This design comes from an exercise in tuning for small area, a short achievable clock period and few clock cycles per item on the open sky130 flow, not from production work. Only simulation tests tie the RTL to the original design; equivalence was not proved. Power is estimated from default activity; no workload was simulated.

==> design.v <==
`default_nettype none
package ccsa_pkg;
   localparam logic [1:0] FUNC_ADD  = 2'd0;
   localparam logic [1:0] FUNC_TIME = 2'd1;
   localparam logic [1:0] FUNC_DATE = 2'd2;
   localparam int REQ_DATA_W = 72;
   localparam int REQ_USER_W = 2;
   localparam int RSP_DATA_W = 40;
   localparam int GRP_W = 8;
   localparam int DAYS_W = 15;
endpackage
`default_nettype wire
`default_nettype none
import ccsa_pkg::*;
module ccsa_div (
   input  logic [ccsa_pkg::GRP_W-1:0]   bits,      
   input  logic [5:0]                   in_sec,    
   input  logic [5:0]                   in_min,
   input  logic [4:0]                   in_hour,
   input  logic [ccsa_pkg::DAYS_W-1:0]  in_days,
   output logic [5:0]                   out_sec,
   output logic [5:0]                   out_min,
   output logic [4:0]                   out_hour,
   output logic [ccsa_pkg::DAYS_W-1:0]  out_days
);
   always_comb begin
      logic [6:0] s2, m2;
      logic [5:0] h2;
      logic       cs, cm, ch;
      out_sec  = in_sec;
      out_min  = in_min;
      out_hour = in_hour;
      out_days = in_days;
      for (int i = GRP_W - 1; i >= 0; i--) begin
         s2 = {out_sec, bits[i]};
         cs = (s2 >= 7'd60);
         out_sec = cs ? 6'(s2 - 7'd60) : s2[5:0];
         m2 = {out_min, cs};
         cm = (m2 >= 7'd60);
         out_min = cm ? 6'(m2 - 7'd60) : m2[5:0];
         h2 = {out_hour, cm};
         ch = (h2 >= 6'd24);
         out_hour = ch ? 5'(h2 - 6'd24) : h2[4:0];
         out_days = {out_days[DAYS_W-2:0], ch};
      end
   end
endmodule
`default_nettype wire
`default_nettype none
import ccsa_pkg::*;
module ccsa_cal (
   input  logic [13:0]                  year,
   input  logic [3:0]                   month,
   input  logic [4:0]                   day,
   input  logic                         leap,
   input  logic [ccsa_pkg::DAYS_W-1:0]  days,
   output logic                         jump,      
   output logic [13:0]                  next_year,
   output logic [3:0]                   next_month,
   output logic [4:0]                   next_day,
   output logic [ccsa_pkg::DAYS_W-1:0]  next_days
);
   logic [4:0] mlen;
   logic [5:0] rest;    
   always_comb begin
      case (month)
         4'd2:                    mlen = leap ? 5'd29 : 5'd28;
         4'd4, 4'd6, 4'd9, 4'd11: mlen = 5'd30;
         default:                 mlen = 5'd31;
      endcase
      rest = (day <= mlen) ? (6'(mlen) - 6'(day) + 6'd1) : 6'd1;
      jump = (days >= DAYS_W'(rest));
      next_year  = year;
      next_month = month;
      next_day   = day + days[4:0];
      next_days  = days - DAYS_W'(rest);
      if (jump) begin
         next_day = 5'd1;
         if (month >= 4'd12) begin
            next_month = 4'd1;
            next_year  = (year >= 14'd9999) ? 14'd1 : year + 14'd1;
         end else begin
            next_month = month + 4'd1;
         end
      end
   end
endmodule
`default_nettype wire
`default_nettype none
import ccsa_pkg::*;
module calendar_clock_second_adder_top (
   input  logic                              clock,
   input  logic                              reset,
   input  logic                              req_tvalid,
   output logic                              req_tready,
   input  logic [ccsa_pkg::REQ_DATA_W-1:0]   req_tdata,
   input  logic [ccsa_pkg::REQ_USER_W-1:0]   req_tuser,
   output logic                              rsp_tvalid,
   input  logic                              rsp_tready,
   output logic [ccsa_pkg::RSP_DATA_W-1:0]   rsp_tdata
);
   localparam logic [1:0] P_IDLE = 2'd0;    
   localparam logic [1:0] P_CONV = 2'd1;    
   localparam logic [1:0] P_DATE = 2'd2;    
   localparam int NGRP  = (31 + GRP_W - 1) / GRP_W;
   localparam int IDX_W = (NGRP > 4) ? 3 : (NGRP > 2) ? 2 : 1;
   logic [30:0] in_secs;
   logic [4:0]  in_hour;
   logic [5:0]  in_minute;
   logic [5:0]  in_second;
   logic [13:0] in_year;
   logic [3:0]  in_month;
   logic [4:0]  in_day;
   logic [1:0]  in_func;
   assign in_secs   = req_tdata[30:0];
   assign in_hour   = req_tdata[35:31];
   assign in_minute = req_tdata[41:36];
   assign in_second = req_tdata[47:42];
   assign in_year   = req_tdata[61:48];
   assign in_month  = req_tdata[65:62];
   assign in_day    = req_tdata[70:66];
   assign in_func   = req_tuser[1:0];
   logic [13:0] year_ff;
   logic [3:0]  month_ff;
   logic [4:0]  day_ff;
   logic [4:0]  hour_ff;
   logic [5:0]  min_ff;
   logic [5:0]  sec_ff;
   logic        leap_ff;        
   logic [1:0]        ph_ff;
   logic [IDX_W-1:0]  idx_ff;   
   logic [5:0]        acc_sec_ff, acc_min_ff;
   logic [4:0]        acc_hour_ff;
   logic [DAYS_W-1:0] days_ff;
   logic              rsp_valid_ff;
   logic              slot_free, go, commit;
   assign slot_free = !rsp_valid_ff || rsp_tready;
   assign go        = req_tvalid && slot_free;
   logic [NGRP*GRP_W-1:0] secs_pad;
   logic [IDX_W-1:0]      idx_top, idx_sel;
   logic [GRP_W-1:0]      grp;
   logic [5:0]            cv_sec, cv_min;
   logic [4:0]            cv_hour;
   logic [DAYS_W-1:0]     cv_days;
   logic                  conv_last;
   assign secs_pad = (NGRP*GRP_W)'(in_secs);
   always_comb begin
      idx_top = '0;
      for (int g = 1; g < NGRP; g++)
         if (secs_pad[g*GRP_W +: GRP_W] != '0) idx_top = IDX_W'(g);
   end
   assign idx_sel   = (ph_ff == P_IDLE) ? idx_top : idx_ff;
   assign grp       = secs_pad[idx_sel*GRP_W +: GRP_W];
   assign conv_last = (idx_sel == '0);
   ccsa_div u_div (
      .bits     (grp),
      .in_sec   ((ph_ff == P_IDLE) ? 6'd0 : acc_sec_ff),
      .in_min   ((ph_ff == P_IDLE) ? 6'd0 : acc_min_ff),
      .in_hour  ((ph_ff == P_IDLE) ? 5'd0 : acc_hour_ff),
      .in_days  ((ph_ff == P_IDLE) ? DAYS_W'(0) : days_ff),
      .out_sec  (cv_sec),
      .out_min  (cv_min),
      .out_hour (cv_hour),
      .out_days (cv_days)
   );
   logic [6:0]        ts, tm;
   logic [5:0]        th;
   logic [1:0]        tcs, tcm, tch;
   logic [5:0]        t_sec, t_min;
   logic [4:0]        t_hour;
   logic [DAYS_W-1:0] t_days;
   always_comb begin
      ts  = 7'(sec_ff) + 7'(cv_sec);
      tcs = (ts >= 7'd120) ? 2'd2 : (ts >= 7'd60) ? 2'd1 : 2'd0;
      t_sec = 6'(ts - 7'(tcs) * 7'd60);
      tm  = 7'(min_ff) + 7'(cv_min) + 7'(tcs);
      tcm = (tm >= 7'd120) ? 2'd2 : (tm >= 7'd60) ? 2'd1 : 2'd0;
      t_min = 6'(tm - 7'(tcm) * 7'd60);
      th  = 6'(hour_ff) + 6'(cv_hour) + 6'(tcm);
      tch = (th >= 6'd48) ? 2'd2 : (th >= 6'd24) ? 2'd1 : 2'd0;
      t_hour = 5'(th - 6'(tch) * 6'd24);
      t_days = cv_days + DAYS_W'(tch);
   end
   logic              cal_jump;
   logic [13:0]       cal_year;
   logic [3:0]        cal_month;
   logic [4:0]        cal_day;
   logic [DAYS_W-1:0] cal_days;
   ccsa_cal u_cal (
      .year       (year_ff),
      .month      (month_ff),
      .day        (day_ff),
      .leap       (leap_ff),
      .days       (days_ff),
      .jump       (cal_jump),
      .next_year  (cal_year),
      .next_month (cal_month),
      .next_day   (cal_day),
      .next_days  (cal_days)
   );
   function automatic logic div25(input logic [13:0] y);
      logic [9:0] v;
      logic [7:0] w;
      v = 10'(y[4:0]) + 10'(y[9:5]) * 10'd7 + 10'(y[13:10]) * 10'd24;
      w = 8'(v[4:0]) + 8'(v[9:5]) * 8'd7;
      div25 = (w == 8'd0) || (w == 8'd25) || (w == 8'd50) || (w == 8'd75) ||
              (w == 8'd100) || (w == 8'd125) || (w == 8'd150);
   endfunction
   logic leap_now;
   assign leap_now = (year_ff[1:0] == 2'd0) && (!div25(year_ff) || (year_ff[3:2] == 2'd0));
   always_comb begin
      commit = 1'b0;
      if (go) begin
         case (ph_ff)
            P_IDLE:  commit = (in_func != FUNC_ADD);
            P_DATE:  commit = !cal_jump;
            default: commit = 1'b0;
         endcase
      end
   end
   assign req_tready = commit;
   always_ff @(posedge clock) begin
      if (reset) begin
         ph_ff        <= P_IDLE;
         rsp_valid_ff <= 1'b0;
         year_ff      <= 14'd1;
         month_ff     <= 4'd1;
         day_ff       <= 5'd1;
         hour_ff      <= 5'd0;
         min_ff       <= 6'd0;
         sec_ff       <= 6'd0;
         leap_ff      <= 1'b0;
      end else begin
         leap_ff <= leap_now;
         if (commit)
            rsp_valid_ff <= 1'b1;
         else if (rsp_tready)
            rsp_valid_ff <= 1'b0;
         if (go) begin
            case (ph_ff)
               P_IDLE: begin
                  case (in_func)
                     FUNC_TIME: begin
                        hour_ff <= in_hour;
                        min_ff  <= in_minute;
                        sec_ff  <= in_second;
                     end
                     FUNC_DATE: begin
                        year_ff  <= in_year;
                        month_ff <= in_month;
                        day_ff   <= in_day;
                     end
                     default: ;
                  endcase
                  if (in_func == FUNC_ADD) begin
                     if (conv_last) begin
                        sec_ff  <= t_sec;
                        min_ff  <= t_min;
                        hour_ff <= t_hour;
                        ph_ff   <= P_DATE;
                     end else begin
                        ph_ff   <= P_CONV;
                     end
                  end
               end
               P_CONV: begin
                  if (conv_last) begin
                     sec_ff  <= t_sec;
                     min_ff  <= t_min;
                     hour_ff <= t_hour;
                     ph_ff   <= P_DATE;
                  end
               end
               P_DATE: begin
                  year_ff  <= cal_year;
                  month_ff <= cal_month;
                  day_ff   <= cal_day;
                  if (!cal_jump) ph_ff <= P_IDLE;
               end
               default: ph_ff <= P_IDLE;
            endcase
         end
      end
   end
   always_ff @(posedge clock) begin
      if (go && (ph_ff == P_IDLE || ph_ff == P_CONV)) begin
         idx_ff      <= idx_sel - IDX_W'(1);
         acc_sec_ff  <= cv_sec;
         acc_min_ff  <= cv_min;
         acc_hour_ff <= cv_hour;
         days_ff     <= conv_last ? t_days : cv_days;
      end else if (go && ph_ff == P_DATE) begin
         days_ff     <= cal_days;
      end
   end
   assign rsp_tvalid = rsp_valid_ff;
   assign rsp_tdata  = {sec_ff, min_ff, hour_ff, day_ff, month_ff, year_ff};
endmodule
`default_nettype wire
==> run.sh <==
#!/bin/bash
# synth_recipe.tcl (not shown) runs the flow's synth.tcl, then flattens the netlist and writes it again
# the make line also repeats each setting of config.mk as NAME=value (left out here)
make -C /OpenROAD-flow-scripts/flow DESIGN_CONFIG=/design/flow/config.mk WORK_HOME=/design/flow/orfs CLKGATE_MAP_FILE= SYNTH_SCRIPT=/design/flow/synth_recipe.tcl finish
==> config.mk <==
export PLATFORM = sky130hd
export DESIGN_NAME = calendar_clock_second_adder_top
export DESIGN_NICKNAME = calendar_clock_second_adder_top
export VERILOG_FILES = /design/flow/design.v
export SDC_FILE = /design/flow/constraint.sdc
export NUM_CORES = 4
export LEC_CHECK = 0
export CAP_MARGIN = 20
export CORE_MARGIN = 2
export CORE_UTILIZATION = 40
export SLEW_MARGIN = 20
==> constraint.sdc <==
create_clock -name core_clock -period 11.0 [get_ports {clock}]
set_input_delay 2.2000 -clock core_clock [delete_from_list [all_inputs] [get_ports {clock}]]
set_output_delay 2.2000 -clock core_clock [all_outputs]
set_load 0.01 [all_outputs]
==> notes.md <==
## registers in the layout, summed over array words and instances, names as in the netlist, 2 cells and up
signal / flops
acc_hour_ff: 5
year_ff: 14
hour_ff: 5
month_ff: 4
days_ff: 15
acc_sec_ff: 6
min_ff: 6
idx_ff: 2
sec_ff: 6
ph_ff: 2
acc_min_ff: 6
day_ff: 5
## how the worst max path moves through the flow
stage,start,end,cells past startpoint,slack (ns)
floorplan,req_tdata[16],days_ff[12],66,-2.76
global placement,req_tdata[16],days_ff[12],63,-3.22
detailed placement,req_tdata[16],days_ff[12],65,-3.49
CTS,req_tdata[19],days_ff[12],61,-2.44
global route,req_tdata[16],days_ff[4],66,-3.21
finish,req_tdata[16],days_ff[4],66,-2.62
## layer usage
metal | vias up | track usage, % | wire [µm]
met1 | 5756 | 32.3 | 16800
met4 | 0 | 5.16 | 607
met3 | 46 | 3.12 | 1630
met2 | 286 | 38.0 | 16500
met5 | - | 0 | 0
li1 | 5988 | - | -
## stage by stage
stage          worst slack, ns  util, %  TNS, ns
6_report                 -2.62     57.6   -43.57
5_1_grt                  -3.21     57.6   -55.57
4_1_cts                  -2.44     56.4   -40.43
3_5_place_dp             -3.49     53.8   -65.25
3_3_place_gp             -3.22     53.8   -59.28
2_1_floorplan            -2.76        -   -47.13
## layout make-up
type	instances	area, µm²	share of cell area (%)
multi-input cells	1180	9560	59.3
repair buffers	422	3470	21.5
flip-flops and latches	78	1900	11.8
well taps	378	473	2.93
inverters	113	432	2.68
clock buffers	9	225	1.40
clock inverters	7	61.3	0.380
## critical path, delay by kind of cell
kind                       cells  cell delay (ns)
and+or+nand+nor               14             2.18
buffers and inverters         11             1.03
AOI/OAI and AO/OA             21             3.29
muxes                          2             0.58
adders and majority gates     11             3.05
xor gates and xnor gates       7             1.32
## what timing repair did
item	in CTS	in global routing
pin swaps	82	67
setup buffers	21	16
endpoints found under the setup margin	24	24
gates resized for setup	123	56
hold buffers	0	0
## power by group
part	total, mW	switching, mW	internal [mW]	leakage (nW)
clock	0.303	0.145	0.158	0.135
sequential	0.411	0.0535	0.357	0.695
combinational	1.65	0.805	0.842	6.22
total	2.36	1.00	1.36	7.05
## cell families (layout without fill, tap and decap cells)
logic type	Yosys count	after routing	synth area share, %
AO/OA/AOI/OAI	434	434	28.2
XOR/XNOR	80	80	6.32
adder cells (fa/ha/maj)	147	147	18.2
buffers and inverters	161	551	5.91
flip-flops	78	78	16.6
multiplexers	46	46	4.46
AND/OR/NAND/NOR	473	473	20.3
## cell usage after synthesis (all sizes together), types with 5 or more instances
cell and count:
o211a 5, xor2 31, o311ai 6, nor4 12, or2 10, nor2b 18, nand2b 22, mux2 15
nand3b 6, a21oi 98, nor2 130, o21a 9, and3 14, a41oi 7, o221ai 6, a31oi 21
o21bai 10, a31o 9, mux2i 31, nand3 40, o22ai 25, o31ai 10, xnor2 49, a21o 30
a32o 5, a211oi 27, nor3 44, a221oi 9, buf 21, ha 115, and2 21, nand4 7
nand2 126, fa 32, a21boi 5, edfxtp 34, o21ai 70, inv 113, clkbuf 27, o211ai 19
a22oi 9, nor3b 5, dfxtp 44
==> key figures <==
Setup path
  • R2r startpoint: ph_ff[0]
  • CP startpoint kind: input port
  • WP data required: 11.08 ns
  • Critical Path AT: 13.70 ns
  • Worst path max stage delay: 0.49 ns
  • FF-to-FF End: days_ff[4]
  • R2R depth: 68
  • Register-to-register setup slack: -1.17 ns
  • Crit. End Element: flop
  • Setup CP Type: in2reg
  • Slowest CP cell: fa_1
  • Most frequent CP cell: inv_2
  • Crit-path max FO: 7

Layout
  • Diodes inserted: 0
  • Fill count: 2492
  • P&R area growth vs syn: 40.9%
  • Layout cell share with drive strength beyond 1: 29.7%
  • Post-layout net count: 2029
  • Design area: 16100 µm²
  • Most common cell after layout, fill and taps aside: buf_4
  • Fin cells: 2187
  • Most frequent cells in the layout: 294 x buf_4, 119 x nor2_1, 118 x nand2_1, 103 x ha_1, 99 x inv_1

STA
  • Fin worst setup slack: -2.62 ns
  • Worst slew pin tran: 1.03 ns
  • RSZ-0062 raised after global routing: true
  • Slew Limit Headroom: 31.4%
  • Hold_ws: 0.533 ns
  • Clk_skew: 0.0184 ns
  • Part of the cycle the worst path needs: 124%
  • Count of final setup violators: 24
  • Final hold vios: 0
  • Final Slew Violations: 0
  • Minimum clock period: 13.62 ns
  • FMAX: 73.4 MHz

Synth
  • Post-synth EDFFs: 34
  • Synth warn: 3
  • Unique cell type count in the Yosys netlist: 124
  • Register bit count reported by yosys: 78
  • Area leader, netlist: ha_1
  • Sequential area share after synthesis: 16.6%
  • Mapped Nets: 1644
  • Top cells by area, synth: ha_1 13%, edfxtp_1 8.9%, dfxtp_1 7.7%
  • Synthesized area: 11400 µm²
  • Post-synth top area share: 12.6%
  • Async SR Flop Fraction: 0%
  • Post-synth top flop: dfxtp_1
  • Mean Syn Cell Area: 8.07 µm²
  • Synth Instances: 1419

CTS
  • CTS Buffer Depth: 2
  • Num CTS Buffers: 9
  • Clock Latency Late Sink: 0.35 ns
  • Clock Sink Count: 78
  • Root Driver: clkbuf_16
  • CTS H-tree lvls: 3
  • Worst-path clk slew: 0.07 ns
  • TritonCTS clock tree: done

Worst hold path
  • Min-delay src: sec_ff[4]
  • Hold path depth: 2
  • Hold Crit Endpoint: sec_ff[4]
  • Worst min path class: reg2reg

Power and ir drop
  • Pleak: 7.05 nW
  • PwrDens: 146 nW/µm²
  • Worst VDD drop: 0.000107 V
  • Overall power: 2.36 mW

Floorplanning
  • Row Count: 61
  • Core region area: 28000 µm²
  • Initial Util: 40.9%
  • DIE HEIGHT: 173 µm
  • Die W: 173 µm
  • Die footprint: 30000 µm²
  • Num ports: 120

Place
  • DP Area: 15100 µm²
  • Cells after DPL: 2136
  • Number of port buffers: 118
  • Dpl hpwl: 27600 µm
  • Gpl congestion: 0.867

Job
  • Max_cap viols: 0

Global routing
  • Pin count of the biggest net entering global routing: 46
  • Total gr overflow: 0
  • Tot GR Track Use: 23.2%
  • First-pass GRT wire length: 58500 µm
  • Vias in the first global route: 11800
  • Initial antenna violation count: 0

Outcome
  • Outcome: failed layout checks
  • Violated checks: negative setup slack

Detailed routing
  • 1st-iter DRT viols: 772
  • Final wirelength: 35600 µm
  • # DRC: 0
  • WL per Instance: 16.3 µm
  • First-pass iteration count of the detailed router: 5
  • Vias: 12100
  • Vias/cell: 5.52
  • Post-route ant nets: 0
Testbench counts, summed over its fixed seeds: cycles 9,309, items 2,400.

[re-timing with driven ports]
The flow's constraints put no driver on any port. The routed layout listed below was extracted and timed again, unchanged, in two steps. Step 1 assumes that a clkbuf_16 drives the clock port and a buf_2 every other input. Step 2 also shifts input and output timing later by t, the mid clock arrival at the registers, as if the neighbouring blocks saw the same clock. Slacks: no drivers / after step 1 / after step 2; pairs: no drivers / after step 1.
t, ns: 0.391
setup WS [ns]: -2.618 / -2.605 / -2.995
latest minus earliest clock arrival (ns): 0.019 / 0.019
worst register clock-pin slew, ns: 0.08 / 0.08
The setup slack of this run moves by +0.013 ns with the drivers and by -0.377 ns with both steps.
